What follows belongs to an exercise in optimizing a design on an open flow for small area, a short achievable clock period and few clock cycles per item; a production flow would make more cautious choices.
Where RTL was checked, it was by simulation tests only, not by an equivalence proof against the original.
No activity file was given, so power comes from the tool's default toggle rates.

## old
## indent_style_detector_core
module indent_style_detector_core (
	input  logic        clk,
	input  logic        arst_n,
	input  logic        in_valid,
	output logic        in_ready,
	input  logic [7:0]  text_byte,
	input  logic        has_byte,
	input  logic        end_of_line,
	output logic        out_valid,
	input  logic        out_ready,
	output logic        keep_going,
	output logic [1:0]  tab_style,
	output logic [7:0]  indent_size,
	output logic [31:0] lines_seen,
	input  logic        cfg_we,
	input  logic [1:0]  cfg_index,
	input  logic [15:0] cfg_data
);
Size in the first run: ~2700 cells after synthesis, roughly 370 flip-flops, roughly 78 I/O pins, about 22000 µm² of cells after synthesis.
==> flow/config.mk <==
export PLATFORM = sky130hd
export DESIGN_NAME = indent_style_detector_core
export DESIGN_NICKNAME = indent_style_detector_core
export VERILOG_FILES = /design/flow/design.v
export SDC_FILE = /design/flow/constraint.sdc
export NUM_CORES = 4
export LEC_CHECK = 0
export ABC_AREA = 1
export CAP_MARGIN = 20
export CORE_MARGIN = 2
export CORE_UTILIZATION = 55
export PLACE_DENSITY = 0.7
export SETUP_SLACK_MARGIN = 5.0
export SLEW_MARGIN = 20
==> flow/constraint.sdc <==
create_clock -name core_clock -period 8.0 [get_ports {clk}]
set_input_delay 1.6000 -clock core_clock [delete_from_list [all_inputs] [get_ports {clk}]]
set_output_delay 1.6000 -clock core_clock [all_outputs]
set_load 0.01 [all_outputs]
standard.sh (not shown) runs the stock make flow with config.mk's settings and CLKGATE_MAP_FILE= SYNTH_SCRIPT=/design/flow/synth_recipe.tcl, a recipe that flattens the netlist after the stock synthesis.
==> flow/flow/run.sh <==
#!/bin/bash
# The standard layout (standard.sh, unchanged synthesis and steps) with three
# tool settings changed: port buffers use the plain buf cell family, CTS uses clkbuf_8 and adds no
# dummy loads, and the setup margin stays at 5.0.
# The clock period and I/O constraints are untouched.
set -euo pipefail
sed -e 's/SETUP_SLACK_MARGIN=[0-9.]*/SETUP_SLACK_MARGIN=5.0 "BUFFER_PORTS_ARGS=-buffer_cell sky130_fd_sc_hd__buf_2" "CTS_ARGS=-sink_clustering_enable -repair_clock_nets -dont_use_dummy_load -buf_list sky130_fd_sc_hd__clkbuf_8"/' standard.sh > standard_tuned.sh
bash standard_tuned.sh > standard.log 2>&1
old finished end to end and its layout was clean on timing, DRC and antenna.
Testbench counts of old, summed over its fixed seeds: cycles 171,851, lines 9,600.
> inputs changed (old -> new)
--- a/flow/design.v
+++ b/flow/design.v
@@ -352,22 +352,25 @@
 			end else begin
 				style_nx = isd_pkg::STYLE_TABS;
 			end
 		end else if (s4_spl_q && !(&space_total_q)) begin
 			if (tab_style_q == isd_pkg::STYLE_TABS) begin
 				style_nx = (space_inc == tab_total_q) ? isd_pkg::STYLE_UNKNOWN : isd_pkg::STYLE_TABS;
 			end else begin
 				style_nx = isd_pkg::STYLE_SPACES;
 			end
 		end
 	end
+	logic [16:0] kg_sub, ql_sub;
+	assign kg_sub = {1'b0, line_total_q} - {1'b0, max_lines_q};
+	assign ql_sub = {4'd0, th_floor_q} - {1'b0, max_q};
 	assign rc_take = rcb_v_q && in_range[rcb_idx_q] && (rd_q > max_q);
 	always_ff @(posedge clk or negedge arst_n) begin
 		if (!arst_n) begin
 			line_total_q  <= 16'd0;
 			tab_total_q   <= 16'd0;
 			space_total_q <= 16'd0;
 			th_floor_q    <= 13'd0;
 			th_rem_q      <= 4'd0;
 			hist_v_q      <= 8'd0;
 			max_q         <= 16'd0;
 			qual_q        <= 1'b0;
@@ -378,59 +381,59 @@
 		end else if (cfg_we) begin
 			rc_busy_q <= 1'b1;
 			rc_idx_q  <= 4'd0;
 			max_q     <= 16'd0;
 		end else if (rc_busy_q) begin
 			rc_idx_q <= rc_idx_q + 4'd1;
 			if (rc_take) begin
 				max_q <= rd_q;
 			end
 			if (rc_fin) begin
 				rc_busy_q     <= 1'b0;
-				qual_q        <= max_q > {3'd0, th_floor_q};
-				keep_going_q  <= line_total_q < max_lines_q;
+				qual_q        <= ql_sub[16];
+				keep_going_q  <= kg_sub[16];
 			end
 		end else if (s4_fire) begin
 			line_total_q  <= line_nx;
 			if (s4_tabl_q) begin
 				tab_total_q <= tab_inc;
 			end
 			if (s4_spl_q) begin
 				space_total_q <= space_inc;
 			end
 			if (th_inc && !th_sat) begin
 				if (th_rem_q == 4'd9) begin
 					th_rem_q   <= 4'd0;
 					th_floor_q <= floor_inc;
 				end else begin
 					th_rem_q <= th_rem_q + 4'd1;
 				end
 			end
 			if (s4_hit_q) begin
 				hist_v_q[s4_bin_q] <= 1'b1;
 			end
 			if (max_inc) begin
-				max_q <= max_q + 16'd1;
+				max_q <= bump_val;    
 			end
 			qual_q        <= qual_nx;
 			keep_going_q  <= keep_going_q && (line_nx != max_lines_q);
 			tab_style_q   <= style_nx;
 		end
 	end
 	always_ff @(posedge clk) begin
 		if (!cfg_we && rc_busy_q) begin
 			if (rc_take) begin
 				max_idx_q <= rcb_idx_q;
 			end
 			if (rc_fin) begin
-				indent_size_q <= (max_q > {3'd0, th_floor_q}) ? ind_cur : 8'd0;
+				indent_size_q <= ql_sub[16] ? ind_cur : 8'd0;
 			end
 		end else if (!cfg_we && s4_fire) begin
 			max_idx_q     <= idx_nx;
 			indent_size_q <= !qual_nx ? 8'd0 : idx_take ? ind_bin : ind_cur;
 		end
 	end
 	always_ff @(posedge clk or negedge arst_n) begin
 		if (!arst_n) begin
 			out_valid_q <= 1'b0;
 		end else if (out_free) begin
 			out_valid_q <= s4_v_q;
## What came out
Compared new vs old, and count of cells resized by post-cts repair is up in new.
Compared with old, in new setup slack has decreased; number of clock buffer instances in the layout now larger.
new vs old: proportion of power drawn by the clock network up in new
Between new and old, the reported clock group power figures differ only marginally.
No functional check of the RTL was part of new.


Setup of trial 30:
indent_style_detector_core, a different RTL version from the one above (not shown whole).
For scale: roughly 370 flip-flops, about 22000 um^2 of cells after synthesis.
==> flow/design.v (excerpt) <==
module indent_style_detector_core (
	input  logic        clk,
	input  logic        arst_n,
	input  logic        in_valid,
	output logic        in_ready,
	input  logic [7:0]  text_byte,
	input  logic        has_byte,
	input  logic        end_of_line,
	output logic        out_valid,
	input  logic        out_ready,
	output logic        keep_going,
	output logic [1:0]  tab_style,
	output logic [7:0]  indent_size,
	output logic [31:0] lines_seen,
	input  logic        cfg_we,
	input  logic [1:0]  cfg_index,
	input  logic [15:0] cfg_data
);
	function automatic logic [15:0] sat_inc(input logic [15:0] v);
		sat_inc = (&v) ? v : v + 16'd1;
	endfunction
	logic [7:0]  min_indent_q;
	logic [7:0]  max_indent_q;
	logic [15:0] max_lines_q;
	logic [7:0]  in_range;    
	always_ff @(posedge clk or negedge arst_n) begin
		if (!arst_n) begin
			min_indent_q <= isd_pkg::MIN_INDENT_RST;
			max_indent_q <= isd_pkg::MAX_INDENT_RST;
			max_lines_q  <= isd_pkg::MAX_LINES_RST;
		end else if (cfg_we) begin
			case (cfg_index)
				isd_pkg::REG_MIN_INDENT: min_indent_q <= cfg_data[7:0];
				isd_pkg::REG_MAX_INDENT: max_indent_q <= cfg_data[7:0];
				isd_pkg::REG_MAX_LINES:  max_lines_q  <= cfg_data;
				default: ;
			endcase
		end
	end
	logic [8:0] win_span;    
	assign win_span = {1'b0, max_indent_q} - {1'b0, min_indent_q};
	always_comb begin
		for (int i = 0; i < 8; i++) begin
			in_range[i] = !win_span[8] && ((win_span[7:3] != 5'd0) || (win_span[2:0] >= 3'(i)));
		end
	end
	logic       rc_busy_q;
	logic [3:0] rc_idx_q;
	logic       rc_fin;
	assign rc_fin = rc_busy_q && rc_idx_q == 4'd9;
	logic out_valid_q;
	logic out_free;    
	logic go_q;        
	logic s2_fire;     
	assign out_free = !out_valid_q || out_ready;
	assign s2_fire  = pend_q && go_q;
	isd_pkg::isd_word_t in_word;
	isd_pkg::isd_word_t w0_q, w1_q;
	logic w0_v_q, w1_v_q;
	logic in_ready_q;
	logic acc, cons;
	logic w0_v_d, w1_v_d;
	always_comb begin
		in_word.eol = end_of_line;
		if (!has_byte) begin
			in_word.kind = isd_pkg::K_NONE;
		end else begin
			case (text_byte)
  ...
export LEC_CHECK = 0
export ABC_AREA = 1
export CAP_MARGIN = 20
export CORE_MARGIN = 2
export CORE_UTILIZATION = 55
export PLACE_DENSITY = 0.7
export SETUP_SLACK_MARGIN = 5.0
export SLEW_MARGIN = 20
create_clock -name core_clock -period 8.0 [get_ports {clk}]
Scripts as last shown in full above: flow/flow/run.sh
For build 2, these inputs were changed with respect to trial 30:
--- a/flow/design.v
+++ b/flow/design.v
@@ -68,26 +68,27 @@
 	always_comb begin
 		for (int i = 0; i < 8; i++) begin
 			in_range[i] = !win_span[8] && ((win_span[7:3] != 5'd0) || (win_span[2:0] >= 3'(i)));
 		end
 	end
 	logic       rc_busy_q;
 	logic [3:0] rc_idx_q;
 	logic       rc_fin;
 	assign rc_fin = rc_busy_q && rc_idx_q == 4'd9;
 	logic out_valid_q;
 	logic out_free;    
-	logic go_q;        
-	logic s2_fire;     
+	logic s2_go;       
+	logic s2_fire;
 	assign out_free = !out_valid_q || out_ready;
-	assign s2_fire  = pend_q && go_q;
+	assign s2_go    = pend_q && !rc_busy_q;
+	assign s2_fire  = s2_go && out_free;
 	isd_pkg::isd_word_t in_word;
 	isd_pkg::isd_word_t w0_q, w1_q;
 	logic w0_v_q, w1_v_q;
 	logic in_ready_q;
 	logic acc, cons;
 	logic w0_v_d, w1_v_d;
 	always_comb begin
 		in_word.eol = end_of_line;
 		if (!has_byte) begin
 			in_word.kind = isd_pkg::K_NONE;
 		end else begin
@@ -207,24 +208,24 @@
 	logic        s3_v_q, s3_tabl_q, s3_spl_q, s3_hit_q;
 	logic [2:0]  s3_bin_q;
 	logic [16:0] d_up;
 	logic        s2b_v_q, s2b_neg_q, s2b_hiz_q, s2b_hio_q, s2b_cls_q, s2b_tabl_q, s2b_spl_q;
 	logic [7:0]  s2b_dlo_q;
 	assign d_up = {1'b0, sp_q} - {1'b0, prev_q};
 	always_ff @(posedge clk or negedge arst_n) begin
 		if (!arst_n) begin
 			prev_q  <= 16'd0;
 			s2b_v_q <= 1'b0;
 		end else if (out_free) begin
-			s2b_v_q <= s2_fire;
-			if (s2_fire && !skip_q && !tab_q && cont_q) begin
+			s2b_v_q <= s2_go;
+			if (s2_go && !skip_q && !tab_q && cont_q) begin
 				prev_q <= sp_q;
 			end
 		end
 	end
 	always_ff @(posedge clk) begin
 		if (s2_fire) begin
 			s2b_neg_q  <= d_up[16];
 			s2b_hiz_q  <= d_up[15:8] == 8'd0;
 			s2b_hio_q  <= d_up[15:8] == 8'hFF;
 			s2b_dlo_q  <= d_up[7:0];
 			s2b_cls_q  <= !skip_q && !tab_q && cont_q;
@@ -430,24 +431,17 @@
 			max_idx_q     <= idx_nx;
 			indent_size_q <= !qual_nx ? 8'd0 : idx_take ? ind_bin : ind_cur;
 		end
 	end
 	always_ff @(posedge clk or negedge arst_n) begin
 		if (!arst_n) begin
 			out_valid_q <= 1'b0;
 		end else if (out_free) begin
 			out_valid_q <= s4_v_q;
 		end
 	end
-	always_ff @(posedge clk or negedge arst_n) begin
-		if (!arst_n) begin
-			go_q <= 1'b1;
-		end else begin
-			go_q <= !(out_free ? s4_v_q : out_valid_q) && !cfg_we && !(rc_busy_q && !rc_fin);
-		end
-	end
 	assign out_valid   = out_valid_q;
 	assign keep_going  = keep_going_q;
 	assign tab_style   = tab_style_q;
 	assign indent_size = indent_size_q;
 	assign lines_seen  = {16'd0, line_total_q};
 endmodule
Build 2: all stages complete, timing, DRC and antenna checks passed
Internal power consumption, build 2 vs trial 30: down by a few percent
In terms of final-report hold violation count, build 2 and trial 30 differ only marginally.
Where largest vdd supply drop is concerned, trial 30 is outperformed by build 2.
| share of final layout cell area taken by clock buffers and inverters | trial 30 vs build 2 | ≈ equal |
Taking trial 30 as the reference, in build 2 cell depth of the worst setup path went down, combined flip-flop and latch cell area comparable.
Build 2 — area growth from synthesis to layout 0.70 points lower, trial 30 as reference
Logic depth of the worst register-to-register path: trial 30 vs build 2 identical
Going from trial 30 to build 2, total number of clock tree sinks neither gained nor lost much; share of the yosys chip area belonging to registers neither gained nor lost much; worst setup slack lost 0.019 ns.
Fmax for build 2: 2.2 MHz down relative to trial 30
Testbench counts of build 2, summed over its fixed seeds: cycles 171,851, lines 9,600.
For trial 30, only the layout was checked, not whether the RTL still works.

## what the ideal ports hide
No port has a modelled driver above. Below, the same layouts with a new extraction and two added sets of constraints. Step 1, drivers: a clkbuf_16 drives clk and a buf_2 each remaining input, both assumed. Step 2 moves the port delays by t, midway between the first and last clock arrival at a register: inputs arrive t later, outputs are due t later. That takes back most of the time a late clock gives input paths. Three values: ideal, step 1, step 2; two values: the first two.
run | shift t [ns] | setup WS [ns] | worst hold slack (ns) | worst setup path at the end | latest minus earliest clock arrival (ns)
old | 0.699 | 5.054 / 5.005 / 4.444 | 0.407 / 0.407 / 0.407 | input to register | 0.090 / 0.091
new | 0.694 | 4.982 / 4.982 / 4.452 | 0.405 / 0.405 / 0.405 | input to register | 0.044 / 0.044
trial 30 | 0.651 | 5.086 / 5.046 / 4.546 | 0.394 / 0.394 / 0.394 | input to register | 0.066 / 0.066
build 2 | 0.645 | 5.068 / 5.017 / 4.530 | 0.417 / 0.417 / 0.417 | input to register | 0.063 / 0.062
After both steps every run listed still meets setup and hold. For old, which loses most, drivers alone change the setup slack by -0.049 ns; drivers and shift together by -0.610 ns.
